Background: an optimization exercise with open tools, aiming at small area, a short achievable clock period and few clock cycles. Do not read the settings as production practice. No functional check of the RTL was part of any run shown here.

===== constraint.sdc =====
create_clock -name core_clock -period 15.0 [get_ports {clk}]
set_input_delay 3.0000 -clock core_clock [delete_from_list [all_inputs] [get_ports {clk}]]
set_output_delay 3.0000 -clock core_clock [all_outputs]
set_load 0.01 [all_outputs]

===== design.v =====
`timescale 1ns/10ps
`default_nettype none
module mvdm_top (
    input  logic       clk,
    input  logic       rst_n,
    input  logic       in_valid,
    input  logic       in_valid2,
    input  logic [7:0] in_data,
    output logic       out_valid,
    output logic       out_sad
);
    logic       iv_q;
    logic [7:0] d_q, d_qq;
    logic [8:0] pc;           
    logic [1:0] vc;           
    logic [2:0] x0, x1, y1;
    logic [2:0] cl;
    logic       sh0, sh1;    
    assign cl = (in_data > 8'd6) ? 3'd6 : in_data[2:0];
    always_ff @(posedge clk or negedge rst_n) begin
        if (!rst_n) begin
            iv_q <= 1'b0;
            pc   <= '0;
            vc   <= '0;
            sh0  <= 1'b0;
            sh1  <= 1'b0;
        end else begin
            iv_q <= in_valid;
            if (iv_q) pc <= pc + 9'd1;
            if (in_valid2) vc <= vc + 2'd1;
            sh0 <= iv_q & ~pc[8];
            sh1 <= iv_q &  pc[8];
        end
    end
    always_ff @(posedge clk) begin
        d_q  <= in_data;
        d_qq <= d_q;
        if (in_valid2 && vc == 2'd0) x0 <= cl;
        if (in_valid2 && vc == 2'd2) x1 <= cl;
        if (in_valid2 && vc == 2'd3) y1 <= cl;
    end
    logic [127:0] r0 [16];
    logic [127:0] r1 [16];
    logic         rot0, rot1;
    logic [3:0]   mvg0, mvg1;
    logic [3:0]   phg0 [4];
    logic [3:0]   phg1 [4];
    always_ff @(posedge clk) begin
        for (int s = 0; s < 15; s++) begin
            if (mvg0[s/4]) r0[s] <= r0[s+1];
            if (mvg1[s/4]) r1[s] <= r1[s+1];
        end
        if (sh0)          r0[15] <= {d_qq, r0[15][127:8]};
        else if (mvg0[3]) r0[15] <= r0[0];
        if (sh1)          r1[15] <= {d_qq, r1[15][127:8]};
        else if (mvg1[3]) r1[15] <= r1[0];
    end
    logic       srch, iss;
    logic [3:0] tgt0, tgt1, ph0, ph1;
    logic [1:0] dy, dx;
    logic       sbc, sbr;
    logic       gend, lastk;
    logic       srch_n, iss_n, rot0_n, rot1_n, sbc_n, sbr_n;
    logic [3:0] tgt0_n, tgt1_n, ph0_n, ph1_n, c0_n, c1_n;
    logic [1:0] dy_n, dx_n, dl_n;
    logic [2:0] t1_n;
    logic [3:0] ab_n, d1_n;
    logic       byte_y0, byte_y1, l0ok_n, rm0_n, rm1_n;
    logic [3:0] mvg0_n, mvg1_n;
    logic [3:0] phg0_n [4];
    logic [3:0] phg1_n [4];
    assign rm0_n = iv_q & ~pc[8] & (pc[3:0] == 4'd0);
    assign rm1_n = iv_q &  pc[8] & (pc[3:0] == 4'd0);
    logic [3:0][1:0] q0s, q1a, q1b, q0s_n, q1s_n;
    logic [3:0][4:0] th;        
    logic [3:0][3:0] rh1;       
    assign gend    = sbc && dx == 2'd2;
    assign lastk   = gend && dy == 2'd2 && sbr;
    assign byte_y0 = in_valid2 && vc == 2'd1;
    assign byte_y1 = in_valid2 && vc == 2'd3;
    always_comb begin
        srch_n = srch;
        dy_n   = dy;
        dx_n   = dx;
        sbc_n  = sbc;
        sbr_n  = sbr;
        tgt0_n = tgt0;
        tgt1_n = tgt1;
        if (iss) begin
            sbc_n = ~sbc;
            if (sbc) dx_n = (dx == 2'd2) ? 2'd0 : dx + 2'd1;
            if (gend) begin
                dy_n = (dy == 2'd2) ? 2'd0 : dy + 2'd1;
                if (dy == 2'd2) sbr_n = ~sbr;
                if (lastk) begin
                    srch_n = 1'b0;
                    tgt0_n = '0;
                    tgt1_n = '0;
                end else begin
                    tgt0_n = tgt0 + ((dy == 2'd2) ? 4'd2 : 4'd1);
                    if (dy == 2'd2) tgt1_n = tgt1 + 4'd4;
                end
            end
        end
        ph0_n  = sh0 ? 4'd0 : ph0 + {3'd0, rot0};
        ph1_n  = sh1 ? 4'd0 : ph1 + {3'd0, rot1};
        l0ok_n = ph0_n == tgt0_n;
        ab_n   = {1'b0, y1} + 4'd2 - {2'b00, dy_n} + {1'b0, sbr_n, 2'b00};
        d1_n   = ab_n - ph1_n;
        iss_n  = srch_n && l0ok_n && d1_n <= 4'd4;
        rot0_n = !l0ok_n || (iss_n && sbc_n && dx_n == 2'd2);
        rot1_n = (ph1_n != tgt1_n) || (iss_n && sbc_n && dx_n == 2'd2 && dy_n == 2'd2);
        t1_n   = d1_n[2:0];
        if (byte_y0) begin
            tgt0_n = {1'b0, cl};
            rot0_n = in_data != 8'd0;
        end
        if (byte_y1) begin
            srch_n = 1'b1;
            tgt1_n = {1'b0, cl};
            iss_n  = l0ok_n && in_data <= 8'd2;
            rot0_n = !l0ok_n;
            rot1_n = in_data != 8'd0;
            t1_n   = {1'b0, in_data[1:0]} + 3'd2;    
        end
        for (int g = 0; g < 4; g++) begin
            logic [3:0] p0, p1;
            p0 = sh0 ? 4'd0 : phg0[g] + {3'd0, mvg0[g]};
            p1 = sh1 ? 4'd0 : phg1[g] + {3'd0, mvg1[g]};
            phg0_n[g] = p0;
            phg1_n[g] = p1;
            mvg0_n[g] = (p0 != tgt0_n) || (iss_n && sbc_n && dx_n == 2'd2) || rm0_n;
            mvg1_n[g] = (p1 != tgt1_n) || (iss_n && sbc_n && dx_n == 2'd2 && dy_n == 2'd2) || rm1_n;
            if (byte_y0) mvg0_n[g] = in_data != 8'd0;
            if (byte_y1) mvg1_n[g] = in_data != 8'd0;
        end
        c0_n   = {1'b0, x0} + {2'b00, dx_n} + {1'b0, sbc_n, 2'b00};
        c1_n   = {1'b0, x1} + {2'b00, 2'd2 - dx_n} + {1'b0, sbc_n, 2'b00};
        dl_n   = 2'(c1_n - c0_n);
        for (int m = 0; m < 4; m++) begin
            q0s_n[m] = 2'((c0_n + 4'(2'(m[1:0] - c0_n[1:0]))) >> 2);
            q1s_n[m] = 2'((c1_n + 4'(2'(m[1:0] - c1_n[1:0]))) >> 2);
        end
    end
    always_ff @(posedge clk or negedge rst_n) begin
        if (!rst_n) begin
            srch <= 1'b0;
            iss  <= 1'b0;
            rot0 <= 1'b0;
            rot1 <= 1'b0;
            tgt0 <= '0;
            tgt1 <= '0;
            ph0  <= '0;
            ph1  <= '0;
            dy   <= '0;
            dx   <= '0;
            sbc  <= 1'b0;
            sbr  <= 1'b0;
            mvg0 <= '0;
            mvg1 <= '0;
            for (int g = 0; g < 4; g++) begin
                phg0[g] <= '0;
                phg1[g] <= '0;
            end
        end else begin
            mvg0 <= mvg0_n;
            mvg1 <= mvg1_n;
            for (int g = 0; g < 4; g++) begin
                phg0[g] <= phg0_n[g];
                phg1[g] <= phg1_n[g];
            end
            srch <= srch_n;
            iss  <= iss_n;
            rot0 <= rot0_n;
            rot1 <= rot1_n;
            tgt0 <= tgt0_n;
            tgt1 <= tgt1_n;
            ph0  <= ph0_n;
            ph1  <= ph1_n;
            dy   <= dy_n;
            dx   <= dx_n;
            sbc  <= sbc_n;
            sbr  <= sbr_n;
        end
    end
    always_ff @(posedge clk) begin
        q0s <= q0s_n;
        q1a <= q1s_n;
        q1b <= ~q1s_n;
        for (int r = 0; r < 4; r++) begin
            for (int k = 0; k < 5; k++) th[r][k] <= t1_n == 3'(k);
            for (int j = 0; j < 4; j++) rh1[r][j] <= 2'(dl_n + 2'(r)) == 2'(j);
        end
    end
    logic [7:0] a  [4][4];
    logic [7:0] bb [8][4];
    logic [7:0] bt [4][4];
    logic [7:0] b  [4][4];
    logic [8:0] res [4][4];
    always_comb begin
        for (int r = 0; r < 4; r++)
            for (int m = 0; m < 4; m++)
                a[r][m] = r0[r][8 * (4 * q0s[m] + m) +: 8];
        for (int s = 0; s < 4; s++)
            for (int m = 0; m < 4; m++)
                bb[s][m] = r1[s][8 * (4 * q1a[m] + m) +: 8];
        for (int s = 4; s < 8; s++)
            for (int m = 0; m < 4; m++)
                bb[s][m] = r1[s][8 * (4 * (~q1b[m]) + m) +: 8];
        for (int r = 0; r < 4; r++)
            for (int m = 0; m < 4; m++) begin
                bt[r][m] = '0;
                for (int k = 0; k < 5; k++)
                    bt[r][m] = bt[r][m] | (bb[r+k][m] & {8{th[r][k]}});
            end
        for (int r = 0; r < 4; r++)
            for (int m = 0; m < 4; m++) begin
                b[r][m] = '0;
                for (int j = 0; j < 4; j++)
                    b[r][m] = b[r][m] | (bt[r][(m + j - r) & 3] & {8{rh1[r][j]}});
            end
    end
    logic       v1, v2, v3, v4;
    logic [2:0] tag1, tag2, tag3, tag4;    
    always_ff @(posedge clk) begin
        for (int r = 0; r < 4; r++)
            for (int k = 0; k < 4; k++)
                res[r][k] <= {1'b0, a[r][k]} - {1'b0, b[r][k]};
        tag1 <= {lastk, sbr, sbc};
    end
    logic signed [11:0] pq [4][4];    
    always_ff @(posedge clk) begin
        logic signed [10:0] rh [4][4];
        for (int r = 0; r < 4; r++) begin
            logic signed [9:0] s01, d01, s23, d23;
            s01 = $signed(res[r][0]) + $signed(res[r][1]);
            d01 = $signed(res[r][0]) - $signed(res[r][1]);
            s23 = $signed(res[r][2]) + $signed(res[r][3]);
            d23 = $signed(res[r][2]) - $signed(res[r][3]);
            rh[r][0] = s01 + s23;
            rh[r][1] = d01 + d23;
            rh[r][2] = s01 - s23;
            rh[r][3] = d01 - d23;
        end
        for (int k = 0; k < 4; k++) begin
            pq[k][0] <= rh[0][k] + rh[1][k];
            pq[k][1] <= rh[2][k] + rh[3][k];
            pq[k][2] <= rh[0][k] - rh[1][k];
            pq[k][3] <= rh[2][k] - rh[3][k];
        end
        tag2 <= tag1;
    end
    logic [10:0] mx  [8];
    logic [7:0]  mxc;
    always_ff @(posedge clk) begin
        for (int k = 0; k < 4; k++)
            for (int h = 0; h < 2; h++) begin
                logic [10:0] ma, mb;
                logic        sa, sb2, ge;
                logic [11:0] cmp;
                sa  = pq[k][2*h][11];
                sb2 = pq[k][2*h+1][11];
                ma  = pq[k][2*h][10:0]   ^ {11{sa}};
                mb  = pq[k][2*h+1][10:0] ^ {11{sb2}};
                cmp = {1'b0, ma} + {1'b0, ~mb} + {11'd0, sa};
                ge  = cmp[11];
                mx[2*k+h]  <= ge ? ma : mb;
                mxc[2*k+h] <= ge ? sa : sb2;
            end
        tag3 <= tag2;
    end
    logic [12:0] sb, sbp;
    always_ff @(posedge clk) begin
        logic [12:0] acc;
        acc = '0;
        for (int e = 0; e < 8; e++)
            acc = acc + {2'b00, mx[e]} + {12'd0, mxc[e]};
        sb   <= acc;
        sbp  <= sb;
        tag4 <= tag3;
    end
    logic [13:0] fifo [9];
    logic [13:0] half;
    logic [14:0] tot;
    logic [14:0] best;
    logic [3:0]  bs, ps;
    logic [19:0] dif;
    logic        first, upd, fin, tv;
    logic [4:0]  ocnt;
    assign half = {1'b0, sbp} + {1'b0, sb};
    assign tot  = {1'b0, fifo[8]} + {2'b00, sbp} + {2'b00, sb};
    assign dif  = {1'b0, fifo[8], ps} + {2'b00, sbp, 4'd0} + {2'b00, sb, 4'd0} - {1'b0, best, bs};
    assign tv   = v4 && tag4[1] && tag4[0];            
    assign upd  = first || dif[19];
    always_ff @(posedge clk) begin
        if (v4 && tag4[0]) begin
            fifo[0] <= half;
            for (int e = 1; e < 9; e++) fifo[e] <= fifo[e-1];
        end
        if (fin) begin
            best <= upd ? {1'b0, tot[14:1]} : {1'b0, best[14:1]};
            if (upd) bs <= ps;
        end else if (tv && upd) begin
            best <= tot;
            bs   <= ps;
        end else if (ocnt != 5'd0) begin
            if (ocnt < 5'd24) best <= {1'b0, best[14:1]};
            else              bs   <= {1'b0, bs[3:1]};
        end
    end
    always_ff @(posedge clk or negedge rst_n) begin
        if (!rst_n) begin
            ps <= '0;
        end else if (tv) begin
            ps <= (ps == 4'd8) ? 4'd0 : (ps >= 4'd6) ? ps - 4'd5 : ps + 4'd3;
        end
    end
    always_ff @(posedge clk or negedge rst_n) begin
        if (!rst_n) begin
            v1 <= 1'b0; v2 <= 1'b0; v3 <= 1'b0; v4 <= 1'b0;
            first     <= 1'b1;
            fin       <= 1'b0;
            ocnt      <= '0;
            out_valid <= 1'b0;
            out_sad   <= 1'b0;
        end else begin
            v1 <= iss;
            v2 <= v1;
            v3 <= v2;
            v4 <= v3;
            if (tv) first <= tag4[2];
            fin <= v3 && tag3[2];
            if (v3 && tag3[2]) begin
                out_valid <= 1'b1;
                out_sad   <= 1'b0;
                ocnt      <= 5'd1;
            end else if (fin) begin
                out_sad   <= upd ? tot[0] : best[0];
                ocnt      <= 5'd2;
            end else if (ocnt != 5'd0 && ocnt != 5'd28) begin
                out_sad   <= (ocnt < 5'd16) ? best[0] : (ocnt < 5'd24) ? 1'b0 : bs[0];
                ocnt      <= ocnt + 5'd1;
            end else begin
                out_valid <= 1'b0;
                out_sad   <= 1'b0;
                ocnt      <= 5'd0;
            end
        end
    end
endmodule
`default_nettype wire

===== run.sh =====
#!/bin/bash
# synth_recipe.tcl (not shown) runs the flow's synth.tcl, then flattens the netlist and writes it again
# the make line also repeats each setting of config.mk as NAME=value (left out here)
make -C /OpenROAD-flow-scripts/flow DESIGN_CONFIG=/design/flow/config.mk WORK_HOME=/design/flow/orfs CLKGATE_MAP_FILE= SYNTH_SCRIPT=/design/flow/synth_recipe.tcl finish

===== config.mk =====
export PLATFORM = sky130hd
export DESIGN_NAME = mvdm_top
export DESIGN_NICKNAME = mvdm_top
export VERILOG_FILES = /design/flow/design.v
export SDC_FILE = /design/flow/constraint.sdc
export NUM_CORES = 8
export LEC_CHECK = 0
export CAP_MARGIN = 20
export CORE_MARGIN = 2
export CORE_UTILIZATION = 40
export SLEW_MARGIN = 20

==> flow_summary.json, run 1 <==
{
  "ys.flop_type": "edfxtp_1",
  "gp_congestion": 0.904,
  "drc": 0,
  "arrival_ns": 6.25,
  "synth.distinct_cells": 73,
  "clk_path_buf_depth": 4,
  "period_minus_slack_ns": 5.40,
  "antenna_found_initial": 37,
  "fmax_mhz": 185,
  "dieHeight_um": 691,
  "setup_violations": 0,
  "grt.total_usage_pct": 16.9,
  "synth_top_area_share_pct": 67.6,
  "grt_pass1_vias": 89206,
  "syn_area_per_cell_um2": 17.7,
  "num_rows": 252,
  "dp_worst_setup_slack_ns": 8.83,
  "rsz0062_at_grt": "no",
  "finalNetCount": 12005,
  "cts_hold_buf": 0,
  "drv_cap": 0,
  "critPathLaunchType": "flip-flop",
  "cp_max_fo": 6,
  "worstPathRequired_ns": 15.85,
  "slew_headroom_pct": 6.86,
  "finalCritPeriodShare_pct": 36.0,
  "core-area_um2": 470000,
  "cts_buffers": 475,
  "drv_slew": 0,
  "synth_nets": 11672,
  "wirelength_um": 416000,
  "cts_tree": "yes",
  "status": "no timing/DRC/antenna violations",
  "cts_sinks": 4849,
  "root_buffer": "clkbuf_16",
  "post-dp-hpwl_um": 294000,
  "syn2layout_area_growth_pct": 12.4,
  "gr-total-overflow": 0,
  "worst_pin_slew_ns": 1.40,
  "yosysTopAreaCell": "edfxtp_1",
  "cts_setup_buffers": 0,
  "grt_max_degree": 203,
  "via_per_inst": 5.09,
  "routed-via-count": 89831,
  "ys_ff_latch": 4849,
  "synthCells": 10673,
  "first_pass_iters": 8,
  "clock_skew_ns": 0.153,
  "ctsResizeCount": 0,
  "final.setup.worst_slack_ns": 9.60,
  "synth_edf_count": 4250,
  "yosys_warnings": 16,
  "drive_gt1_share_pct": 12.3,
  "initialDrtViolationCount": 8965,
  "synth_top_cells_by_area": "edfxtp_1, ha_1, dfxtp_1",
  "htree_levels": 5,
  "hold_path.class": "flip-flop to flip-flop",
  "hold_viol_final": 0,
  "fin_setup_tns_ns": 0,
  "grt_pass1_wl_um": 601000,
  "critPathCaptureType": "flip-flop",
  "die_x_um": 691,
  "postSynth.asyncResetShare_pct": 2.00,
  "initial_core_util_pct": 40.1,
  "numPortBuffers": 13,
  "ios": 14,
  "clock_latency_ns": 1.08,
  "dieArea_um2": 477000,
  "path_clk_slew_ns": 0.06,
  "yosysSeqAreaShare_pct": 74.2,
  "drt.antenna.violating_nets": 0,
  "synth_area_um2": 189000,
  "avgRoutedWirePerCell_um": 23.6,
  "criticalPathCategory": "flip-flop to flip-flop"
}
## cell usage after synthesis, types with 21 or more instances
cell,count
ha_1,805
mux2_2,278
o21bai_1,205
a21boi_0,24
and2_1,42
mux2i_1,94
o21a_1,26
dfxtp_1,502
nand3_1,37
edfxtp_1,4250
a22o_1,155
dfrtp_1,96
buf_1,54
nand2b_1,40
o31ai_1,47
a21oi_1,433
nor2_1,199
a22oi_1,136
inv_1,819
o21ai_0,183
nor3_1,59
xor2_1,182
xnor2_1,576
mux4_2,256
buf_2,21
a21o_1,95
a221oi_1,117
clkbuf_1,198
nor2b_1,69
nand2_1,299
fa_1,182
## layout make-up
type | count | area, um^2
Fill cell | 39984 | 258000
Sequential cell | 4849 | 140000
Multi-Input combinational cell | 4732 | 44500
Clock buffer | 593 | 12400
Tap cell | 6223 | 7790
Inverter | 819 | 3070
Clock inverter | 285 | 2910
Timing Repair Buffer | 129 | 1140
Antenna cell | 8 | 20.0
## metrics by stage
stage                     instance area [um^2]  cells  util, %  hold slack, ns
after floorplan                         189000  10673        -           0.310
after global placement                  197000  16745     41.8           0.318
after detailed placement                197000  16750     41.8           0.312
after CTS                               212000  17628     45.1           0.285
after global routing                    212000  17632     45.1           0.302
final                                   212000  17638     45.1           0.305
## critical path, cell delays in order (launching register included)
cell       delay [ns]
dfxtp_1          0.37
inv_1            0.09
ha_1             0.29
nor2b_1          0.13
o21ai_0          0.12
a21boi_0         0.30
o21ai_0          0.14
a21boi_0         0.29
nor2_1           0.16
ha_1             0.38
inv_1            0.10
a21oi_1          0.23
o21bai_1         0.10
a21oi_1          0.25
xor2_1           0.65
ha_1             0.35
inv_1            0.09
a2111oi_0        0.69
o21ai_0          0.25
a22o_1           0.26
## metal layers
metal  share of wire [%]  vias to the layer above  track usage, %
met3                 4.9                      556            2.17
met2                  46                     2263            26.5
met1                  46                    46274            24.7
met5               0.014                        -               0
met4                 3.0                        8            4.98
li1                    -                    40730               -
## path summary, 6_finish.rpt
check / startpoint / endpoint / slack, ns / cells after the start
min in group asynchronous: rst_n / out_sad / 2.02 / 1
worst max-delay path: res[1][1] / pq[12][11] / 9.60 / 19
worst max register to register: res[1][1] / pq[12][11] / 9.60 / 19
worst min register to register: r0[13][86] / r0[12][86] / 0.30 / 0
max in group asynchronous: rst_n / mvg0[0] / 11.81 / 2
worst min-delay path: r0[13][86] / r0[12][86] / 0.30 / 0
## sequential cells by signal (all words and copies together), names as in the netlist, 9 cells and up
register and flops:
phg0 16, fifo 126, phg1 16, pc 9, r1 2048, pq 184
best 15, r0 2048, res 144, mx 88, sb 13, sbp 13
## logic make-up (layout without fill, tap and decap cells)
kind of cell               after synthesis  count (layout)  synth area share (%)
buffers and inverters                 1092            1826                  2.19
AOI/OAI and AO/OA                     1556            1556                  5.61
DFF                                   4849            4849                  74.2
and+or+nand+nor                        803             803                  1.96
muxes                                  628             628                  5.21
adders and majority gates              987             987                  7.27
other                                    0               8                     0
xor gates and xnor gates               758             758                  3.52
## placed cells by master (no fill, tap or decap), types with 19 or more instances in the layout
| master | n |
|---|---|
| mux2i_1 | 94 |
| mux4_2 | 256 |
| nor2_1 | 199 |
| nand2b_1 | 40 |
| a221oi_1 | 116 |
| clkbuf_1 | 106 |
| o31ai_1 | 44 |
| dfrtp_1 | 86 |
| clkinv_2 | 93 |
| o21bai_1 | 205 |
| nand3_1 | 37 |
| a21boi_0 | 24 |
| ha_1 | 805 |
| nor2b_1 | 69 |
| inv_1 | 819 |
| nor3_1 | 59 |
| clkbuf_16 | 476 |
| xnor2_1 | 576 |
| a21oi_1 | 433 |
| a21o_1 | 95 |
| bufinv_16 | 37 |
| a31oi_1 | 19 |
| xor2_1 | 182 |
| fa_1 | 182 |
| and2_1 | 41 |
| clkinvlp_4 | 21 |
| nand2_1 | 299 |
| mux2_2 | 278 |
| clkinv_16 | 20 |
| a22oi_1 | 136 |
| edfxtp_1 | 4250 |
| o21a_1 | 26 |
| o21ai_0 | 183 |
| buf_4 | 104 |
| a22o_1 | 155 |
| clkinv_1 | 91 |
| dfxtp_1 | 479 |
==> run 2, diff against run 1 <==
--- a/design.v
+++ b/design.v
@@ -74,4 +74,4 @@
     logic [3:0][1:0] q0s, q1a, q1b, q0s_n, q1s_n;
-    logic [3:0][4:0] th;        
-    logic [3:0][3:0] rh1;       
+    logic [3:0][2:0] tsel;      
+    logic [3:0][1:0] dsel;      
     assign gend    = sbc && dx == 2'd2;
@@ -190,4 +190,4 @@
         for (int r = 0; r < 4; r++) begin
-            for (int k = 0; k < 5; k++) th[r][k] <= t1_n == 3'(k);
-            for (int j = 0; j < 4; j++) rh1[r][j] <= 2'(dl_n + 2'(r)) == 2'(j);
+            tsel[r] <= t1_n + 3'(r);
+            dsel[r] <= dl_n + 2'(r);
         end
@@ -195,6 +195,5 @@
     logic [7:0] a  [4][4];
+    logic [7:0] aa [4][4];
     logic [7:0] bb [8][4];
-    logic [7:0] bt [4][4];
     logic [7:0] b  [4][4];
-    logic [8:0] res [4][4];
     always_comb begin
@@ -202,3 +201,6 @@
             for (int m = 0; m < 4; m++)
-                a[r][m] = r0[r][8 * (4 * q0s[m] + m) +: 8];
+                aa[r][m] = r0[r][8 * (4 * q0s[m] + m) +: 8];
+        for (int r = 0; r < 4; r++)
+            for (int m = 0; m < 4; m++)
+                a[r][m] = aa[r][2'(m - dsel[r] + r)];
         for (int s = 0; s < 4; s++)
@@ -211,11 +213,5 @@
             for (int m = 0; m < 4; m++) begin
-                bt[r][m] = '0;
-                for (int k = 0; k < 5; k++)
-                    bt[r][m] = bt[r][m] | (bb[r+k][m] & {8{th[r][k]}});
-            end
-        for (int r = 0; r < 4; r++)
-            for (int m = 0; m < 4; m++) begin
-                b[r][m] = '0;
-                for (int j = 0; j < 4; j++)
-                    b[r][m] = b[r][m] | (bt[r][(m + j - r) & 3] & {8{rh1[r][j]}});
+                b[r][m] = bb[r][m];
+                for (int k = 1; k < 5; k++)
+                    if (tsel[r] == 3'(r + k)) b[r][m] = bb[r+k][m];
             end
@@ -224,6 +220,14 @@
     logic [2:0] tag1, tag2, tag3, tag4;    
+    logic signed [9:0] lv [4][4];
     always_ff @(posedge clk) begin
-        for (int r = 0; r < 4; r++)
-            for (int k = 0; k < 4; k++)
-                res[r][k] <= {1'b0, a[r][k]} - {1'b0, b[r][k]};
+        for (int r = 0; r < 4; r++) begin
+            lv[r][0] <= $signed({2'b00, a[r][0]}) + $signed({2'b00, a[r][1]})
+                      - $signed({2'b00, b[r][0]}) - $signed({2'b00, b[r][1]});
+            lv[r][1] <= $signed({2'b00, a[r][0]}) - $signed({2'b00, a[r][1]})
+                      - $signed({2'b00, b[r][0]}) + $signed({2'b00, b[r][1]});
+            lv[r][2] <= $signed({2'b00, a[r][2]}) + $signed({2'b00, a[r][3]})
+                      - $signed({2'b00, b[r][2]}) - $signed({2'b00, b[r][3]});
+            lv[r][3] <= $signed({2'b00, a[r][2]}) - $signed({2'b00, a[r][3]})
+                      - $signed({2'b00, b[r][2]}) + $signed({2'b00, b[r][3]});
+        end
         tag1 <= {lastk, sbr, sbc};
@@ -234,11 +238,6 @@
         for (int r = 0; r < 4; r++) begin
-            logic signed [9:0] s01, d01, s23, d23;
-            s01 = $signed(res[r][0]) + $signed(res[r][1]);
-            d01 = $signed(res[r][0]) - $signed(res[r][1]);
-            s23 = $signed(res[r][2]) + $signed(res[r][3]);
-            d23 = $signed(res[r][2]) - $signed(res[r][3]);
-            rh[r][0] = s01 + s23;
-            rh[r][1] = d01 + d23;
-            rh[r][2] = s01 - s23;
-            rh[r][3] = d01 - d23;
+            rh[r][0] = lv[r][0] + lv[r][2];
+            rh[r][1] = lv[r][1] + lv[r][3];
+            rh[r][2] = lv[r][0] - lv[r][2];
+            rh[r][3] = lv[r][1] - lv[r][3];
         end
==> flow_summary.json, run 2 <==
{
  "grt_pass1_wl_um": 657000,
  "critPathLaunchType": "flip-flop",
  "syn2layout_area_growth_pct": 12.2,
  "synth.most_common_cell": "edfxtp_1",
  "r2r-end": "lv[7][8]",
  "ctsResizeCount": 0,
  "yosys_warnings": 16,
  "worst_pin_slew_ns": 1.22,
  "arrival_ns": 6.80,
  "htree_levels": 5,
  "wl_met3_um": 24000,
  "synth.distinct_cells": 95,
  "synth_top_cells_by_area": "edfxtp_1, dfxtp_1, ha_1",
  "clk_path_buf_depth": 4,
  "hold_viol_final": 0,
  "fin_setup_tns_ns": 0,
  "ff2ff_path_depth": 20,
  "setup_violations": 0,
  "gp_congestion": 0.926,
  "final_common_cell": "edfxtp_1",
  "rr_startpoint": "dsel[6]",
  "yosysTopAreaCell": "edfxtp_1",
  "antenna_found_initial": 54,
  "slew_headroom_pct": 18.3,
  "die_x_um": 703,
  "clock_skew_ns": 0.105,
  "via_per_inst": 5.08,
  "drv_slew": 0,
  "root_buffer": "clkbuf_16",
  "synth_common_cells": "edfxtp_1, inv_1, ha_1",
  "cts_hold_buf": 0,
  "syn_area_per_cell_um2": 17.0,
  "holdWs_ns": 0.322,
  "topRoutingLayerUsed": "met5",
  "largest_registers": "r0 (2048), r1 (2048), pq (184)",
  "wl_met1_um": 208000,
  "worstHoldStart": "d_q[1]",
  "ios": 14,
  "core-area_um2": 486000,
  "ys_ff_latch": 4872,
  "finalNetCount": 12947,
  "rsz0062_at_grt": "no",
  "yosysSeqAreaShare_pct": 72.0,
  "hold_path_depth": 0,
  "synth_top_area_share_pct": 65.4,
  "drt.antenna.violating_nets": 0,
  "synth_nets": 12631,
  "wirelength_um": 456000,
  "synth_area_um2": 195000,
  "hold_path_end": "d_qq[1]",
  "cp_max_fo": 34,
  "grt_max_degree": 187,
  "avgRoutedWirePerCell_um": 24.4,
  "gr-total-overflow": 0,
  "numPortBuffers": 13,
  "ys.flop_type": "edfxtp_1",
  "period_minus_slack_ns": 5.89,
  "cts_tree": "yes",
  "grt_pass1_vias": 95236,
  "grt.total_usage_pct": 18.2,
  "status": "no timing/DRC/antenna violations",
  "dieHeight_um": 703,
  "initial_core_util_pct": 40.2,
  "cts_setup_buffers": 0,
  "cts_sinks": 4872,
  "routed-via-count": 94831,
  "criticalPathCategory": "flip-flop to flip-flop",
  "final_cell_mix": "edfxtp_1, inv_1, ha_1",
  "synthCells": 11484,
  "finalCritPeriodShare_pct": 39.3,
  "drc": 0,
  "worstPathRequired_ns": 15.91,
  "num_rows": 256,
  "clock_latency_ns": 1.04,
  "r2r_slack_ns": 9.11,
  "synth_edf_count": 4250,
  "post-dp-hpwl_um": 330000,
  "drv_cap": 0,
  "critPathCaptureType": "flip-flop",
  "hold_path.class": "flip-flop to flip-flop",
  "cts_buffers": 479,
  "dieArea_um2": 494000,
  "initialDrtViolationCount": 9078,
  "met2WireLength_um": 205000,
  "first_pass_iters": 6,
  "postSynth.asyncResetShare_pct": 1.99,
  "path_clk_slew_ns": 0.07,
  "drive_gt1_share_pct": 11.8,
  "fmax_mhz": 170
}
-- run 2: cell types whose count changed after synthesis, moves of 51 or more --
cell / before / now
nor2_1: 199 / 368
inv_1: 819 / 1027
nand2b_1: 40 / 91
o21ai_1: 7 / 123
xnor2_1: 576 / 517
a221oi_1: 117 / 9
mux2i_1: 94 / 188
nand2_1: 299 / 383
o21bai_1: 205 / 81
a21o_1: 95 / 160
a22o_1: 155 / 32
fa_1: 182 / 349
o21ai_0: 183 / 119
-- run 2: per-layer routing --
layer,track usage [%],vias to the layer above
li1,-,43105
met1,26.2,48475
met2,28.0,2637
met3,2.52,610
met4,6.89,4
met5,0,-
-- run 2: worst max-delay path by stage --
| stage | start | to | cells past startpoint |
|---|---|---|---|
| 3_5_place_dp | dsel[6] | lv[7][8] | 20 |
| 4_1_cts | dsel[6] | lv[7][8] | 20 |
| 5_1_grt | dsel[6] | lv[7][9] | 22 |
| 2_1_floorplan | mvg1[0] | mvg1[0] | 7 |
| 6_report | dsel[6] | lv[7][8] | 20 |
| 3_3_place_gp | dsel[6] | lv[5][9] | 22 |
-- run 2: per-stage QoR --
stage               util [%]  setup WS, ns  instances  instance area (um^2)
floorplan                  -          2.00      11484                195000
global placement        41.8          8.84      17759                203000
detailed placement      41.8          8.64      17766                203000
CTS                     45.0          8.67      18657                219000
global route            45.1          8.71      18661                219000
finish                  45.1          9.11      18666                219000
-- run 2: kinds of logic after synthesis --
kind of cell	share of synthesized area, %
DFF	72.0
AOI/OAI and AO/OA	4.95
buffers and inverters	2.61
and+or+nand+nor	3.08
adders and majority gates	8.62
muxes	5.60
xor gates and xnor gates	3.11
-- run 2: final cells by class --
| class | count | area (um^2) |
|---|---|---|
| fill | 41447 | 267000 |
| sequential | 4872 | 141000 |
| multi-input combinational | 5287 | 49600 |
| clock buffer | 596 | 12700 |
| tap | 6450 | 8070 |
| inverter | 1035 | 3880 |
| clock inverter | 295 | 2820 |
| timing repair buffer | 125 | 1200 |
| antenna | 6 | 15.0 |
-- run 2: worst max-delay path, cell delays in order, from the launching register on --
cell and delay, ns:
dfxtp_1 0.53, inv_1 0.16, ha_1 0.23, buf_4 0.25, nor4_4 0.71, a21oi_1 0.09, a41oi_1 0.83, ha_1 0.37
nor2b_1 0.12, o21ai_0 0.24, a21oi_1 0.17, nand2b_1 0.20, fa_1 0.55, inv_1 0.05, ha_1 0.32, inv_1 0.09
o21bai_1 0.11, a21o_1 0.22, a21oi_1 0.24, o21ai_0 0.16, xor2_1 0.17
==> run 3, diff against run 2 <==
--- a/design.v
+++ b/design.v
@@ -17,3 +17,3 @@
     logic [2:0] cl;
-    logic       sh0, sh1;    
+    logic       sh0, sh1, rm0, rm1;    
     assign cl = (in_data > 8'd6) ? 3'd6 : in_data[2:0];
@@ -26,2 +26,4 @@
             sh1  <= 1'b0;
+            rm0  <= 1'b0;
+            rm1  <= 1'b0;
         end else begin
@@ -32,2 +34,4 @@
             sh1 <= iv_q &  pc[8];
+            rm0 <= iv_q & ~pc[8] & (pc[3:0] == 4'd0);
+            rm1 <= iv_q &  pc[8] & (pc[3:0] == 4'd0);
         end
@@ -43,15 +47,14 @@
     logic [127:0] r1 [16];
-    logic         rot0, rot1;
-    logic [3:0]   mvg0, mvg1;
-    logic [3:0]   phg0 [4];
-    logic [3:0]   phg1 [4];
+    logic         rot0, rot1, mv0, mv1;
+    assign mv0 = rot0 | rm0;
+    assign mv1 = rot1 | rm1;
     always_ff @(posedge clk) begin
         for (int s = 0; s < 15; s++) begin
-            if (mvg0[s/4]) r0[s] <= r0[s+1];
-            if (mvg1[s/4]) r1[s] <= r1[s+1];
+            if (mv0) r0[s] <= r0[s+1];
+            if (mv1) r1[s] <= r1[s+1];
         end
-        if (sh0)          r0[15] <= {d_qq, r0[15][127:8]};
-        else if (mvg0[3]) r0[15] <= r0[0];
-        if (sh1)          r1[15] <= {d_qq, r1[15][127:8]};
-        else if (mvg1[3]) r1[15] <= r1[0];
+        if (sh0)       r0[15] <= {d_qq, r0[15][127:8]};
+        else if (rot0) r0[15] <= r0[0];
+        if (sh1)       r1[15] <= {d_qq, r1[15][127:8]};
+        else if (rot1) r1[15] <= r1[0];
     end
@@ -67,8 +70,3 @@
     logic [3:0] ab_n, d1_n;
-    logic       byte_y0, byte_y1, l0ok_n, rm0_n, rm1_n;
-    logic [3:0] mvg0_n, mvg1_n;
-    logic [3:0] phg0_n [4];
-    logic [3:0] phg1_n [4];
-    assign rm0_n = iv_q & ~pc[8] & (pc[3:0] == 4'd0);
-    assign rm1_n = iv_q &  pc[8] & (pc[3:0] == 4'd0);
+    logic       byte_y0, byte_y1, l0ok_n;
     logic [3:0][1:0] q0s, q1a, q1b, q0s_n, q1s_n;
@@ -93,3 +91,3 @@
                 dy_n = (dy == 2'd2) ? 2'd0 : dy + 2'd1;
-                if (dy == 2'd2) sbr_n = ~sbr;
+                if (dy == 2'd2) sbr_n = 1'b1;
                 if (lastk) begin
@@ -119,2 +117,6 @@
             srch_n = 1'b1;
+            dy_n   = '0;
+            dx_n   = '0;
+            sbc_n  = 1'b0;
+            sbr_n  = 1'b0;
             tgt1_n = {1'b0, cl};
@@ -123,14 +125,3 @@
             rot1_n = in_data != 8'd0;
-            t1_n   = {1'b0, in_data[1:0]} + 3'd2;    
-        end
-        for (int g = 0; g < 4; g++) begin
-            logic [3:0] p0, p1;
-            p0 = sh0 ? 4'd0 : phg0[g] + {3'd0, mvg0[g]};
-            p1 = sh1 ? 4'd0 : phg1[g] + {3'd0, mvg1[g]};
-            phg0_n[g] = p0;
-            phg1_n[g] = p1;
-            mvg0_n[g] = (p0 != tgt0_n) || (iss_n && sbc_n && dx_n == 2'd2) || rm0_n;
-            mvg1_n[g] = (p1 != tgt1_n) || (iss_n && sbc_n && dx_n == 2'd2 && dy_n == 2'd2) || rm1_n;
-            if (byte_y0) mvg0_n[g] = in_data != 8'd0;
-            if (byte_y1) mvg1_n[g] = in_data != 8'd0;
+            t1_n   = cl + 3'd2;
         end
@@ -158,15 +149,3 @@
             sbr  <= 1'b0;
-            mvg0 <= '0;
-            mvg1 <= '0;
-            for (int g = 0; g < 4; g++) begin
-                phg0[g] <= '0;
-                phg1[g] <= '0;
-            end
         end else begin
-            mvg0 <= mvg0_n;
-            mvg1 <= mvg1_n;
-            for (int g = 0; g < 4; g++) begin
-                phg0[g] <= phg0_n[g];
-                phg1[g] <= phg1_n[g];
-            end
             srch <= srch_n;
@@ -195,5 +174,6 @@
     logic [7:0] a  [4][4];
-    logic [7:0] aa [4][4];
     logic [7:0] bb [8][4];
+    logic [7:0] bt [4][4];
     logic [7:0] b  [4][4];
+    logic [8:0] res [4][4];
     always_comb begin
@@ -201,6 +181,3 @@
             for (int m = 0; m < 4; m++)
-                aa[r][m] = r0[r][8 * (4 * q0s[m] + m) +: 8];
-        for (int r = 0; r < 4; r++)
-            for (int m = 0; m < 4; m++)
-                a[r][m] = aa[r][2'(m - dsel[r] + r)];
+                a[r][m] = r0[r][8 * (4 * q0s[m] + m) +: 8];
         for (int s = 0; s < 4; s++)
@@ -213,6 +190,9 @@
             for (int m = 0; m < 4; m++) begin
-                b[r][m] = bb[r][m];
+                bt[r][m] = bb[r][m];
                 for (int k = 1; k < 5; k++)
-                    if (tsel[r] == 3'(r + k)) b[r][m] = bb[r+k][m];
+                    if (tsel[r] == 3'(r + k)) bt[r][m] = bb[r+k][m];
             end
+        for (int r = 0; r < 4; r++)
+            for (int m = 0; m < 4; m++)
+                b[r][m] = bt[r][2'(m + dsel[r] - r)];
     end
@@ -220,14 +200,6 @@
     logic [2:0] tag1, tag2, tag3, tag4;    
-    logic signed [9:0] lv [4][4];
     always_ff @(posedge clk) begin
-        for (int r = 0; r < 4; r++) begin
-            lv[r][0] <= $signed({2'b00, a[r][0]}) + $signed({2'b00, a[r][1]})
-                      - $signed({2'b00, b[r][0]}) - $signed({2'b00, b[r][1]});
-            lv[r][1] <= $signed({2'b00, a[r][0]}) - $signed({2'b00, a[r][1]})
-                      - $signed({2'b00, b[r][0]}) + $signed({2'b00, b[r][1]});
-            lv[r][2] <= $signed({2'b00, a[r][2]}) + $signed({2'b00, a[r][3]})
-                      - $signed({2'b00, b[r][2]}) - $signed({2'b00, b[r][3]});
-            lv[r][3] <= $signed({2'b00, a[r][2]}) - $signed({2'b00, a[r][3]})
-                      - $signed({2'b00, b[r][2]}) + $signed({2'b00, b[r][3]});
-        end
+        for (int r = 0; r < 4; r++)
+            for (int k = 0; k < 4; k++)
+                res[r][k] <= {1'b0, a[r][k]} - {1'b0, b[r][k]};
         tag1 <= {lastk, sbr, sbc};
@@ -238,6 +210,11 @@
         for (int r = 0; r < 4; r++) begin
-            rh[r][0] = lv[r][0] + lv[r][2];
-            rh[r][1] = lv[r][1] + lv[r][3];
-            rh[r][2] = lv[r][0] - lv[r][2];
-            rh[r][3] = lv[r][1] - lv[r][3];
+            logic signed [9:0] s01, d01, s23, d23;
+            s01 = $signed(res[r][0]) + $signed(res[r][1]);
+            d01 = $signed(res[r][0]) - $signed(res[r][1]);
+            s23 = $signed(res[r][2]) + $signed(res[r][3]);
+            d23 = $signed(res[r][2]) - $signed(res[r][3]);
+            rh[r][0] = s01 + s23;
+            rh[r][1] = d01 + d23;
+            rh[r][2] = s01 - s23;
+            rh[r][3] = d01 - d23;
         end
@@ -270,10 +247,9 @@
     end
-    logic [12:0] sb, sbp;
+    logic [13:0] sb;
     always_ff @(posedge clk) begin
-        logic [12:0] acc;
-        acc = '0;
+        logic [13:0] acc;
+        acc = tag3[0] ? sb : 14'd0;
         for (int e = 0; e < 8; e++)
-            acc = acc + {2'b00, mx[e]} + {12'd0, mxc[e]};
+            acc = acc + {3'b000, mx[e]} + {13'd0, mxc[e]};
         sb   <= acc;
-        sbp  <= sb;
         tag4 <= tag3;
@@ -281,3 +257,2 @@
     logic [13:0] fifo [9];
-    logic [13:0] half;
     logic [14:0] tot;
@@ -288,5 +263,4 @@
     logic [4:0]  ocnt;
-    assign half = {1'b0, sbp} + {1'b0, sb};
-    assign tot  = {1'b0, fifo[8]} + {2'b00, sbp} + {2'b00, sb};
-    assign dif  = {1'b0, fifo[8], ps} + {2'b00, sbp, 4'd0} + {2'b00, sb, 4'd0} - {1'b0, best, bs};
+    assign tot  = {1'b0, fifo[8]} + {1'b0, sb};
+    assign dif  = {1'b0, fifo[8], ps} + {1'b0, sb, 4'd0} - {1'b0, best, bs};
     assign tv   = v4 && tag4[1] && tag4[0];            
@@ -295,3 +269,3 @@
         if (v4 && tag4[0]) begin
-            fifo[0] <= half;
+            fifo[0] <= sb;
             for (int e = 1; e < 9; e++) fifo[e] <= fifo[e-1];
@@ -304,3 +278,3 @@
             bs   <= ps;
-        end else if (ocnt != 5'd0) begin
+        end else if (out_valid) begin
             if (ocnt < 5'd24) best <= {1'b0, best[14:1]};
@@ -338,3 +312,3 @@
                 ocnt      <= 5'd2;
-            end else if (ocnt != 5'd0 && ocnt != 5'd28) begin
+            end else if (out_valid && ocnt != 5'd28) begin
                 out_sad   <= (ocnt < 5'd16) ? best[0] : (ocnt < 5'd24) ? 1'b0 : bs[0];
@@ -344,3 +318,2 @@
                 out_sad   <= 1'b0;
-                ocnt      <= 5'd0;
             end
==> flow_summary.json, run 3 <==
{
  "status": "no timing/DRC/antenna violations",
  "yosysSeqAreaShare_pct": 73.8,
  "synth_top_area_share_pct": 67.7,
  "r2r-end": "r1[12][66]",
  "setup_violations": 0,
  "routed-via-count": 90053,
  "dp_worst_setup_slack_ns": 8.55,
  "critPathLaunchType": "primary input",
  "ctsResizeCount": 0,
  "multi_input_area_um2": 45300,
  "grt.total_usage_pct": 17.3,
  "fmax_mhz": 184,
  "synth.most_common_cell": "edfxtp_1",
  "worst_pin_slew_ns": 1.15,
  "period_minus_slack_ns": 5.43,
  "dieHeight_um": 690,
  "drt.antenna.violating_nets": 0,
  "yosys_warnings": 12,
  "synth_common_cells": "edfxtp_1, ha_1, inv_1",
  "drv_cap": 0,
  "cp_top_family": "buffers and inverters",
  "first_pass_iters": 11,
  "synth.distinct_cells": 87,
  "antenna_found_initial": 33,
  "criticalPathCategory": "primary input to flip-flop",
  "synth_top_cells_by_area": "edfxtp_1, dfxtp_1, ha_1",
  "path_clk_slew_ns": 0.07,
  "crit_chain": "clkdlybuf4s50_1 > nand2_1 > inv_1 > nor2_1 > ha_1 > inv_1 > fa_1 > xnor2_1 > ha_1 > a31oi_1 > xor2_1",
  "endpoint": "q1a[5]",
  "postSynth.asyncResetShare_pct": 1.23,
  "cts_buffers": 470,
  "syn_area_per_cell_um2": 17.5,
  "synth_area_um2": 188000,
  "wirelength_um": 424000,
  "initial_core_util_pct": 40.1,
  "synthCells": 10756,
  "slew_headroom_pct": 23.2,
  "gp_congestion": 0.921,
  "via_per_inst": 5.09,
  "dieArea_um2": 477000,
  "drc": 0,
  "synth_nets": 11726,
  "syn2layout_area_growth_pct": 12.2,
  "r2r_slack_ns": 9.73,
  "critPathSlowestCell": "clkdlybuf4s50_1",
  "finalCritPeriodShare_pct": 36.2,
  "cp_slowest_stage_delay_ns": 0.52,
  "final_cell_mix": "edfxtp_1, ha_1, inv_1",
  "cts_setup_buffers": 0,
  "largest_registers": "r0 (2048), r1 (2048), pq (184)",
  "cp.depth": 11,
  "cts_hold_buf": 0,
  "final.setup.worst_slack_ns": 9.57,
  "rr_startpoint": "rot1",
  "num_rows": 252,
  "ys.flop_type": "edfxtp_1",
  "synth_edf_count": 4250,
  "clk_path_buf_depth": 4,
  "clock_latency_ns": 1.05,
  "final_common_cell": "edfxtp_1",
  "numPortBuffers": 13,
  "grt_pass1_vias": 88949,
  "clock_skew_ns": 0.139,
  "ff2ff_path_depth": 5,
  "critPathCaptureType": "flip-flop",
  "cts_tree": "yes",
  "hold_viol_final": 0,
  "hold_path.class": "flip-flop to flip-flop",
  "grt_pass1_wl_um": 610000,
  "fillers": 39963,
  "rsz0062_at_grt": "no",
  "path_buf_inv": 3,
  "grt_max_degree": 202,
  "cts_sinks": 4806,
  "htree_levels": 5,
  "drive_gt1_share_pct": 12.4,
  "die_x_um": 690,
  "ys_ff_latch": 4806,
  "initialDrtViolationCount": 8590,
  "drv_slew": 0,
  "gr-total-overflow": 0,
  "avgRoutedWirePerCell_um": 24.0,
  "post-dp-hpwl_um": 303000,
  "ios": 14,
  "core-area_um2": 470000,
  "root_buffer": "clkbuf_16",
  "worstPathRequired_ns": 15.89,
  "seq_area_um2": 139000,
  "yosysTopAreaCell": "edfxtp_1",
  "crit_start": "in_valid2",
  "arrival_ns": 6.32,
  "cp_max_fo": 15,
  "finalNetCount": 12008,
  "fin_setup_tns_ns": 0
}
run 3: cell types whose count changed after synthesis, moves of 45 or more:
cell / change
a22o_1: +56
fa_1: -181
inv_1: -243
mux2i_1: -45
nand2_1: -66
nand2b_1: -54
nor2_1: -144
o21ai_0: +68
o21ai_1: -101
o21bai_1: +67
run 3: worst register-to-register path: stages, from the launching register on:
cell and delay (ns):
dfrtp_1 0.40, or2_4 0.76, buf_4 1.04, buf_4 0.71, buf_12 0.67, buf_12 1.07
run 3: worst min path at each step:
stage / depth (start not counted) / from / to
2_1_floorplan: 0 / d_q[0] / d_qq[0]
3_3_place_gp: 0 / tag2[0] / tag3[0]
3_5_place_dp: 0 / d_q[1] / d_qq[1]
4_1_cts: 0 / r1[9][34] / r1[8][34]
5_1_grt: 0 / r1[7][66] / r1[6][66]
6_report: 0 / r1[7][66] / r1[6][66]
run 3: logic make-up after synthesis:
group,Yosys count,share of synthesized area [%]
AO/OA/AOI/OAI,1514,5.48
XOR/XNOR,723,3.36
multiplexers,682,5.52
buffers and inverters,1081,2.19
flip-flops,4806,73.8
adder cells (fa/ha/maj),985,7.17
AND/OR/NAND/NOR,965,2.48
run 3: final cells by class:
cell class,instances,area share [%]
timing repair buffer,105,0.481
inverter,786,1.39
tap,6223,3.68
multi-input combinational,4869,21.4
clock inverter,264,1.25
clock buffer,609,5.99
sequential,4806,65.8
antenna,13,0.0154
run 3: per-stage QoR:
step / cell area (um^2) / std cells / hold WS [ns] / utilization, %
floorplan: 188000 / 10756 / 0.310 / -
global placement: 196000 / 16784 / 0.315 / 41.7
detailed placement: 196000 / 16787 / 0.312 / 41.7
CTS: 211000 / 17660 / 0.273 / 45.0
global route: 211000 / 17664 / 0.297 / 45.0
finish: 211000 / 17675 / 0.292 / 45.0
run 3: per-layer routing:
layer  global-route usage, %  routed length [um]  vias up
met5                       0                  23        -
met4                    7.31               19500        4
met3                    2.45               20000      666
met2                    27.1              194000     2346
met1                    24.2              190000    45961
li1                        -                   -    41076
==> run 4, diff against run 3 <==
--- a/design.v
+++ b/design.v
@@ -64,2 +64,6 @@
     logic       sbc, sbr;
+    logic [3:0][1:0] q0s;
+    logic [3:0][1:0] q1s;
+    logic [2:0] t1;
+    logic [1:0] dl;
     logic       gend, lastk;
@@ -68,12 +72,8 @@
     logic [1:0] dy_n, dx_n, dl_n;
-    logic [2:0] t1_n;
+    logic [2:0] t1_n, y1_n;
     logic [3:0] ab_n, d1_n;
-    logic       byte_y0, byte_y1, l0ok_n;
-    logic [3:0][1:0] q0s, q1a, q1b, q0s_n, q1s_n;
-    logic [3:0][2:0] tsel;      
-    logic [3:0][1:0] dsel;      
-    assign gend    = sbc && dx == 2'd2;
-    assign lastk   = gend && dy == 2'd2 && sbr;
-    assign byte_y0 = in_valid2 && vc == 2'd1;
-    assign byte_y1 = in_valid2 && vc == 2'd3;
+    logic [3:0][1:0] q0s_n;
+    logic [3:0][1:0] q1s_n;
+    assign gend  = sbc && dx == 2'd2;
+    assign lastk = gend && dy == 2'd2 && sbr;
     always_comb begin
@@ -102,16 +102,5 @@
         end
-        ph0_n  = sh0 ? 4'd0 : ph0 + {3'd0, rot0};
-        ph1_n  = sh1 ? 4'd0 : ph1 + {3'd0, rot1};
-        l0ok_n = ph0_n == tgt0_n;
-        ab_n   = {1'b0, y1} + 4'd2 - {2'b00, dy_n} + {1'b0, sbr_n, 2'b00};
-        d1_n   = ab_n - ph1_n;
-        iss_n  = srch_n && l0ok_n && d1_n <= 4'd4;
-        rot0_n = !l0ok_n || (iss_n && sbc_n && dx_n == 2'd2);
-        rot1_n = (ph1_n != tgt1_n) || (iss_n && sbc_n && dx_n == 2'd2 && dy_n == 2'd2);
-        t1_n   = d1_n[2:0];
-        if (byte_y0) begin
-            tgt0_n = {1'b0, cl};
-            rot0_n = in_data != 8'd0;
-        end
-        if (byte_y1) begin
+        if (in_valid2 && vc == 2'd1) tgt0_n = {1'b0, cl};
+        if (in_valid2 && vc == 2'd3) begin
+            tgt1_n = {1'b0, cl};
             srch_n = 1'b1;
@@ -121,10 +110,14 @@
             sbr_n  = 1'b0;
-            tgt1_n = {1'b0, cl};
-            iss_n  = l0ok_n && in_data <= 8'd2;
-            rot0_n = !l0ok_n;
-            rot1_n = in_data != 8'd0;
-            t1_n   = cl + 3'd2;
         end
+        ph0_n  = sh0 ? 4'd0 : ph0 + {3'd0, rot0};
+        ph1_n  = sh1 ? 4'd0 : ph1 + {3'd0, rot1};
+        y1_n   = (in_valid2 && vc == 2'd3) ? cl : y1;
+        ab_n   = {1'b0, y1_n} + 4'd2 - {2'b00, dy_n} + {1'b0, sbr_n, 2'b00};
+        d1_n   = ab_n - ph1_n;
+        iss_n  = srch_n && ph0_n == tgt0_n && d1_n <= 4'd4;
+        rot0_n = (ph0_n != tgt0_n) || (iss_n && sbc_n && dx_n == 2'd2);
+        rot1_n = (ph1_n != tgt1_n) || (iss_n && sbc_n && dx_n == 2'd2 && dy_n == 2'd2);
         c0_n   = {1'b0, x0} + {2'b00, dx_n} + {1'b0, sbc_n, 2'b00};
         c1_n   = {1'b0, x1} + {2'b00, 2'd2 - dx_n} + {1'b0, sbc_n, 2'b00};
+        t1_n   = d1_n[2:0];
         dl_n   = 2'(c1_n - c0_n);
@@ -166,8 +159,5 @@
         q0s <= q0s_n;
-        q1a <= q1s_n;
-        q1b <= ~q1s_n;
-        for (int r = 0; r < 4; r++) begin
-            tsel[r] <= t1_n + 3'(r);
-            dsel[r] <= dl_n + 2'(r);
-        end
+        q1s <= q1s_n;
+        t1  <= t1_n;
+        dl  <= dl_n;
     end
@@ -182,17 +172,17 @@
                 a[r][m] = r0[r][8 * (4 * q0s[m] + m) +: 8];
-        for (int s = 0; s < 4; s++)
-            for (int m = 0; m < 4; m++)
-                bb[s][m] = r1[s][8 * (4 * q1a[m] + m) +: 8];
-        for (int s = 4; s < 8; s++)
+        for (int s = 0; s < 8; s++)
             for (int m = 0; m < 4; m++)
-                bb[s][m] = r1[s][8 * (4 * (~q1b[m]) + m) +: 8];
+                bb[s][m] = r1[s][8 * (4 * q1s[m] + m) +: 8];
         for (int r = 0; r < 4; r++)
-            for (int m = 0; m < 4; m++) begin
-                bt[r][m] = bb[r][m];
-                for (int k = 1; k < 5; k++)
-                    if (tsel[r] == 3'(r + k)) bt[r][m] = bb[r+k][m];
-            end
+            for (int m = 0; m < 4; m++)
+                case (t1)
+                    3'd0:    bt[r][m] = bb[r][m];
+                    3'd1:    bt[r][m] = bb[r+1][m];
+                    3'd2:    bt[r][m] = bb[r+2][m];
+                    3'd3:    bt[r][m] = bb[r+3][m];
+                    default: bt[r][m] = bb[r+4][m];
+                endcase
         for (int r = 0; r < 4; r++)
             for (int m = 0; m < 4; m++)
-                b[r][m] = bt[r][2'(m + dsel[r] - r)];
+                b[r][m] = bt[r][2'(m + dl)];
     end
@@ -206,5 +196,4 @@
     end
-    logic signed [11:0] pq [4][4];    
+    logic signed [10:0] rh [4][4];
     always_ff @(posedge clk) begin
-        logic signed [10:0] rh [4][4];
         for (int r = 0; r < 4; r++) begin
@@ -215,12 +204,6 @@
             d23 = $signed(res[r][2]) - $signed(res[r][3]);
-            rh[r][0] = s01 + s23;
-            rh[r][1] = d01 + d23;
-            rh[r][2] = s01 - s23;
-            rh[r][3] = d01 - d23;
-        end
-        for (int k = 0; k < 4; k++) begin
-            pq[k][0] <= rh[0][k] + rh[1][k];
-            pq[k][1] <= rh[2][k] + rh[3][k];
-            pq[k][2] <= rh[0][k] - rh[1][k];
-            pq[k][3] <= rh[2][k] - rh[3][k];
+            rh[r][0] <= s01 + s23;
+            rh[r][1] <= d01 + d23;
+            rh[r][2] <= s01 - s23;
+            rh[r][3] <= d01 - d23;
         end
@@ -231,24 +214,30 @@
     always_ff @(posedge clk) begin
-        for (int k = 0; k < 4; k++)
+        for (int k = 0; k < 4; k++) begin
+            logic signed [11:0] p [4];
+            p[0] = rh[0][k] + rh[1][k];
+            p[1] = rh[2][k] + rh[3][k];
+            p[2] = rh[0][k] - rh[1][k];
+            p[3] = rh[2][k] - rh[3][k];
             for (int h = 0; h < 2; h++) begin
-                logic [10:0] ma, mb;
-                logic        sa, sb2, ge;
+                logic [10:0] a, b;
+                logic        sa, sb, ge;
                 logic [11:0] cmp;
-                sa  = pq[k][2*h][11];
-                sb2 = pq[k][2*h+1][11];
-                ma  = pq[k][2*h][10:0]   ^ {11{sa}};
-                mb  = pq[k][2*h+1][10:0] ^ {11{sb2}};
-                cmp = {1'b0, ma} + {1'b0, ~mb} + {11'd0, sa};
+                sa  = p[2*h][11];
+                sb  = p[2*h+1][11];
+                a   = p[2*h][10:0]   ^ {11{sa}};
+                b   = p[2*h+1][10:0] ^ {11{sb}};
+                cmp = {1'b0, a} + {1'b0, ~b} + {11'd0, sa};
                 ge  = cmp[11];
-                mx[2*k+h]  <= ge ? ma : mb;
-                mxc[2*k+h] <= ge ? sa : sb2;
+                mx[2*k+h]  <= ge ? a : b;
+                mxc[2*k+h] <= ge ? sa : sb;
             end
+        end
         tag3 <= tag2;
     end
-    logic [13:0] sb;
+    logic [12:0] sb;
     always_ff @(posedge clk) begin
-        logic [13:0] acc;
-        acc = tag3[0] ? sb : 14'd0;
+        logic [12:0] acc;
+        acc = '0;
         for (int e = 0; e < 8; e++)
-            acc = acc + {3'b000, mx[e]} + {13'd0, mxc[e]};
+            acc = acc + {2'b00, mx[e]} + {12'd0, mxc[e]};
         sb   <= acc;
@@ -256,3 +245,5 @@
     end
+    logic [12:0] hold;
     logic [13:0] fifo [9];
+    logic [13:0] half;
     logic [14:0] tot;
@@ -260,12 +251,12 @@
     logic [3:0]  bs, ps;
-    logic [19:0] dif;
     logic        first, upd, fin, tv;
     logic [4:0]  ocnt;
-    assign tot  = {1'b0, fifo[8]} + {1'b0, sb};
-    assign dif  = {1'b0, fifo[8], ps} + {1'b0, sb, 4'd0} - {1'b0, best, bs};
+    assign half = {1'b0, hold} + {1'b0, sb};
+    assign tot  = {1'b0, fifo[8]} + {1'b0, half};
     assign tv   = v4 && tag4[1] && tag4[0];            
-    assign upd  = first || dif[19];
+    assign upd  = first || {tot, ps} < {best, bs};
     always_ff @(posedge clk) begin
+        if (v4 && !tag4[0]) hold <= sb;
         if (v4 && tag4[0]) begin
-            fifo[0] <= sb;
+            fifo[0] <= half;
             for (int e = 1; e < 9; e++) fifo[e] <= fifo[e-1];
==> flow_summary.json, run 4 <==
{
  "status": "no timing/DRC/antenna violations",
  "yosysTopAreaCell": "edfxtp_1",
  "clk_path_buf_depth": 4,
  "hold_path_depth": 0,
  "first_pass_iters": 13,
  "finalNetCount": 12605,
  "cts_tree": "yes",
  "ys.flop_type": "edfxtp_1",
  "period_minus_slack_ns": 6.55,
  "routed-via-count": 96179,
  "grt_max_degree": 211,
  "gp_congestion": 0.914,
  "cp_slowest_stage_delay_ns": 0.79,
  "r2r-end": "bs[3]",
  "grt.total_usage_pct": 17.6,
  "cts_setup_buffers": 0,
  "synthCells": 11402,
  "ios": 14,
  "final_common_cell": "edfxtp_1",
  "synth.distinct_cells": 103,
  "initial_core_util_pct": 40.2,
  "numPortBuffers": 13,
  "setup_violations": 0,
  "finalCritPeriodShare_pct": 43.6,
  "initialDrtViolationCount": 10317,
  "ys_ff_latch": 4792,
  "critPathSlowestCell": "nor3_2",
  "worstHoldStart": "tag1[2]",
  "criticalPathCategory": "primary input to flip-flop",
  "syn_area_per_cell_um2": 17.0,
  "worst_pin_slew_ns": 1.27,
  "synth_area_um2": 194000,
  "drive_gt1_share_pct": 13.5,
  "arrival_ns": 7.40,
  "rr_startpoint": "sb[0]",
  "worstPathRequired_ns": 15.85,
  "final_cell_mix": "edfxtp_1, inv_1, ha_1",
  "dp_worst_setup_slack_ns": 7.41,
  "drv_cap": 0,
  "finalNonFillerCells": 18493,
  "wirelength_um": 442000,
  "hold_path_end": "tag2[2]",
  "slew_headroom_pct": 14.7,
  "cp.depth": 16,
  "critPathCaptureType": "flip-flop",
  "ctsResizeCount": 0,
  "r2r_slack_ns": 8.98,
  "dieArea_um2": 490000,
  "htree_levels": 5,
  "drt.antenna.violating_nets": 0,
  "post-dp-hpwl_um": 314000,
  "root_buffer": "clkbuf_16",
  "synth_top_area_share_pct": 66.0,
  "core-area_um2": 482000,
  "synth_edf_count": 4260,
  "die_x_um": 700,
  "synth.most_common_cell": "edfxtp_1",
  "fmax_mhz": 153,
  "ff2ff_path_depth": 21,
  "avgRoutedWirePerCell_um": 23.9,
  "cts_hold_buf": 0,
  "hold_viol_final": 0,
  "cp_top_family": "simple AND/OR/NAND/NOR gates",
  "cp_max_fo": 4,
  "grt_pass1_vias": 93926,
  "clock_skew_ns": 0.136,
  "critPathLaunchType": "primary input",
  "largest_registers": "r0 (2048), r1 (2048), rh (168)",
  "synth_top_cells_by_area": "edfxtp_1, ha_1, dfxtp_1",
  "final_util_pct": 45.0,
  "crit_chain": "clkdlybuf4s50_1 > or4_1 > nor3_2 > buf_4 > and2_1 > a21oi_1 > fa_1 > inv_1 > ha_1 > fa_1 > xnor2_1 > xnor2_1 > a221oi_1 > and3_1 > nor3b_1 > a2111o_1",
  "fin_setup_tns_ns": 0,
  "path_clk_slew_ns": 0.07,
  "final.setup.worst_slack_ns": 8.45,
  "cts_sinks": 4792,
  "numPlacedInstances": 17611,
  "path_buf_inv": 3,
  "postSynth.asyncResetShare_pct": 1.23,
  "rsz0062_at_grt": "no",
  "num_rows": 255,
  "yosys_warnings": 15,
  "drv_slew": 0,
  "drc": 0,
  "yosysSeqAreaShare_pct": 71.7,
  "crit_start": "in_data[6]",
  "hold_path.class": "flip-flop to flip-flop",
  "antenna_found_initial": 29,
  "gr-total-overflow": 0,
  "syn2layout_area_growth_pct": 12.1,
  "synth_common_cells": "edfxtp_1, ha_1, inv_1",
  "via_per_inst": 5.20,
  "clock_latency_ns": 1.06,
  "grt_pass1_wl_um": 639000,
  "cts_buffers": 476,
  "synth_nets": 12339,
  "dieHeight_um": 700
}
==> run 4: cell types whose count changed in the layout (fill, tap and decap cells not counted), moves of 50 or more <==
| cell | delta |
|---|---|
| mux2i_1 | +58 |
| nand2b_1 | +50 |
| nor2_1 | +193 |
| o21ai_0 | +199 |
| xnor2_1 | -68 |
| mux4_2 | +136 |
==> run 4: final cells by class <==
cell class | count | area (um^2)
antenna | 13 | 32.5
clock buffer | 597 | 12600
clock inverter | 268 | 2860
fill | 41291 | 265000
inverter | 787 | 2950
multi-input combinational | 5458 | 50400
sequential | 4792 | 139000
tap | 6425 | 8040
timing repair buffer | 153 | 1380
==> run 4: routing by layer <==
layer	vias to the layer above	part of all wire, %	routed length (um)	GRT usage, %
met5	-	0.0016	7	0
met4	2	3.9	17100	6.22
met3	647	5.3	23500	2.40
met2	2614	45	198000	27.0
met1	49252	46	204000	25.7
li1	43664	-	-	-
==> run 4: worst register-to-register path, stage by stage (launching register included) <==
cell       delay, ns
dfxtp_1         0.33
ha_1            0.16
inv_1           0.05
fa_1            0.39
nor2b_1         0.13
o21a_1          0.13
o21ai_0         0.08
nand2b_1        0.10
a21oi_1         0.08
xnor2_1         0.19
ha_1            0.27
or2_2           0.34
or3_1           0.32
a31oi_1         0.21
xnor2_1         0.23
ha_1            0.32
a21o_1          0.16
a2111oi_0       0.64
a2111oi_0       0.22
a21oi_1         0.29
a21boi_1        0.73
a41o_1          0.30
==> run 4: worst max path at each step <==
stage / end
4_1_cts: rot1
5_1_grt: rot1
6_report: rot1
3_3_place_gp: rot1
3_5_place_dp: rot1
2_1_floorplan: r1[0][0]
==> run 4: metrics by stage <==
| stage | hold WS (ns) | cell area, um^2 |
|---|---|---|
| after global routing | 0.300 | 217000 |
| after floorplan | 0.310 | 194000 |
| after global placement | 0.317 | 201000 |
| after detailed placement | 0.312 | 202000 |
| final | 0.297 | 217000 |
| after CTS | 0.297 | 217000 |
==> run 4: logic make-up (layout without fill, tap and decap cells) <==
group                    after synthesis  after routing  synth area share [%]
flip-flops                          4792           4792                  71.7
adder cells (fa/ha/maj)              925            925                  6.53
AND/OR/NAND/NOR                     1204           1204                  2.89
AO/OA/AOI/OAI                       1750           1750                  5.97
XOR/XNOR                             655            655                  2.96
other                                  0             13                     0
buffers and inverters               1152           1805                  2.38
multiplexers                         924            924                  7.57

## what the ideal ports hide
Ports are ideal in the flow. The routed layouts listed here were re-timed in OpenROAD.
Step 1, drivers: a clkbuf_16 drives clk and a buf_2 each remaining input, both assumed.
Step 2, shift: input delay + t, output delay - t, t = (earliest + latest rising clock arrival at the registers) / 2. This alone moves slack from input paths to output paths.
Three values: no drivers, after step 1, after step 2; two values: the first two.
run | t (ns) | slack for setup (ns) | hold WS [ns] | slew at the worst register clock pin (ns) | worst slew at a driven data input, ns
run 1 | 1.120 | 9.596 / 9.596 / 8.738 | 0.305 / 0.305 / 0.305 | 0.07 / 0.07 | 0.08
run 2 | 1.105 | 9.112 / 9.112 / 9.112 | 0.322 / 0.322 / 0.322 | 0.07 / 0.07 | 0.05
run 3 | 1.087 | 9.572 / 9.654 / 8.567 | 0.292 / 0.292 / 0.292 | 0.08 / 0.08 | 0.03
run 4 | 1.099 | 8.453 / 8.541 / 7.442 | 0.297 / 0.297 / 0.297 | 0.07 / 0.07 | 0.11
After both steps setup and hold are still met in every run listed. For run 4, which loses most, drivers alone change the setup slack by +0.088 ns; drivers and shift together by -1.011 ns.
